This is an optimization exercise on Yosys and OpenROAD, whose aim is small area, a short achievable clock period and few clock cycles per item, not a production implementation.
RTL that was checked went through simulation tests only; none was proved equivalent to the original.

== run A ==
// gregorian_day_number_convert_top
module gregorian_day_number_convert_top (
    input  logic         clk,
    input  logic         rst_n,
    input  logic         req_valid,
    output logic         req_ready,
    input  logic         req_type,
    input  logic [13:0]  year_in,
    input  logic [3:0]   month_in,
    input  logic [4:0]   day_in,
    input  logic [21:0]  number_in,
    output logic         rsp_valid,
    input  logic         rsp_ready,
    output logic [21:0]  number_out,
    output logic [13:0]  year_out,
    output logic [3:0]   month_out,
    output logic [4:0]   day_out,
    output logic         range_error
);
For scale: about 1500 cells after synthesis, roughly 150 flip-flops.
make LEC_CHECK=0 CAP_MARGIN=20 CORE_MARGIN=2 CORE_UTILIZATION=60 CTS_BUF_LIST='sky130_fd_sc_hd__clkbuf_4 sky130_fd_sc_hd__clkbuf_8' CTS_CLUSTER_SIZE=40 PLACE_DENSITY=0.75 SETUP_SLACK_MARGIN=4.4 SLEW_MARGIN=20 finish   # period 9.0 ns
run.sh (not shown) runs the stock make flow with config.mk's settings and CLKGATE_MAP_FILE= SYNTH_SCRIPT=/design/flow/synth_recipe.tcl, a recipe that flattens the netlist after the stock synthesis.
Changes in run B relative to run A:
--- a/flow/design.v
+++ b/flow/design.v
@@ -901,40 +901,38 @@
     end
     always_ff @(posedge clk)
     begin
         if (en)
         begin
             s4_typ_reg <= s3_typ_reg;
             s4_err_reg <= s3_err_reg;
             s4_leap_reg <= m_leap;
             s4_yh_reg <= s3_y_reg[13:12];
-            s4_p_reg <= s3_typ_reg ? {s3_y_reg[11:0], ~m_z[9:0]} : m_z;
+            s4_p_reg <= s3_typ_reg ? {s3_y_reg[11:0], m_z[9:0]} : m_z;
         end
     end
     logic        e_back;
     logic [9:0]  e_dd;
     logic        e_wrap;
     logic [8:0]  e_d;
     logic [11:0] e_ge;
     logic [11:0] e_m;
     logic [4:0]  e_k;
     logic [3:0]  e_month;
     logic [4:0]  e_day;
     logic [13:0] e_y;
-    logic [13:0] e_yp;
-    logic [13:0] e_ym;
     logic [13:0] e_year;
     always_comb
     begin
-        e_back = s4_p_reg[9];
-        e_dd = s4_p_reg[9:0];
+        e_back = !s4_p_reg[9];
+        e_dd = ~s4_p_reg[9:0];
         e_d = e_dd[8:0] + (e_back ? 9'd365 + 9'(s4_leap_reg) : 9'd0);
-        e_wrap = e_back ? ($signed(e_dd) >= (s4_leap_reg ? -10'sd60 : -10'sd59))
+        e_wrap = e_back ? (e_dd[8:0] >= (s4_leap_reg ? 9'd452 : 9'd453))
                         : (e_dd >= 10'd306);
         for (int k = 0; k < 12; k++)
         begin
             e_ge[k] = (e_d >= gdn_pkg::month_offset(4'(k)));
         end
         for (int k = 0; k < 11; k++)
         begin
             e_m[k] = e_ge[k] && !e_ge[k + 1];
         end
@@ -942,32 +940,19 @@
         e_k = 5'd0;
         e_month = 4'd0;
         for (int k = 0; k < 12; k++)
         begin
             e_k = e_k | ({5{e_m[k]}} & 5'(9'd1 - gdn_pkg::month_offset(4'(k))));
             e_month = e_month | ({4{e_m[k]}} & 4'((k + 2) % 12 + 1));
         end
         e_day = e_d[4:0] + e_k;
         e_y = {s4_yh_reg, s4_p_reg[21:10]};
-        e_yp = e_y + 14'd1;
-        e_ym = e_y - 14'd1;
-        if (e_wrap == e_back)
-        begin
-            e_year = e_y;
-        end
-        else if (e_wrap)
-        begin
-            e_year = e_yp;
-        end
-        else
-        begin
-            e_year = e_ym;
-        end
+        e_year = e_y + {{13{e_back && !e_wrap}}, e_back != e_wrap};
     end
     always_ff @(posedge clk)
     begin
         if (en)
         begin
             s5_num_reg <= !s4_typ_reg && !s4_err_reg;
             s5_date_reg <= s4_typ_reg && !s4_err_reg;
             s5_err_reg <= s4_err_reg;
             s5_p_reg <= s4_typ_reg ? {e_year, e_month, e_day} : {1'b0, s4_p_reg};
Results
Met1 wire length (run B over run A): decrease, about 5%
Run B vs run A, placer's final routability congestion estimate went up by about 3%.
Re final area: run B and run A aren't equal, and the lower value belongs to run B.
On run B: sequential-to-total area share from yosys stat is 0.77 points higher than what run A gave.
Run A → run B: transition time at the pin with the least slew margin fell 0.23 ns; count of vias placed by the detailed router decreased 620; net count reported at finish has decreased; global-route usage went down 0.66 points.
Of run B and run A, it is run B that has the higher non-clock buffer count.
Testbench counts of run B, summed over its fixed seeds: cycles 12,040, items 12,000.
For run A, only the layout was checked, not whether the RTL still works.

separate check: timing with driven ports:
Ports are ideal in the flow. The routed layouts listed here were re-timed in OpenROAD. Step 1 assumes that a clkbuf_16 drives the clock port and a buf_2 every other input. Step 2 moves the port delays by t, midway between the first and last clock arrival at a register: inputs arrive t later, outputs are due t later. That takes back most of the time a late clock gives input paths. Three values: no drivers, after step 1, after step 2; two values: the first two.
| run | t, ns | setup WS [ns] | worst setup path after step 2 | clock arrival spread, ns | worst slew at a driven data input, ns |
|---|---|---|---|---|---|
| run A | 0.506 | 4.437 / 4.437 / 4.195 | input to register | 0.024 / 0.024 | 0.03 |
| run B | 0.503 | 4.498 / 4.498 / 4.059 | input to register | 0.021 / 0.020 | 0.03 |
After both steps setup and hold are still met in every run listed. For run B, which loses most, drivers alone change the setup slack by 0.000 ns; drivers and shift together by -0.439 ns.
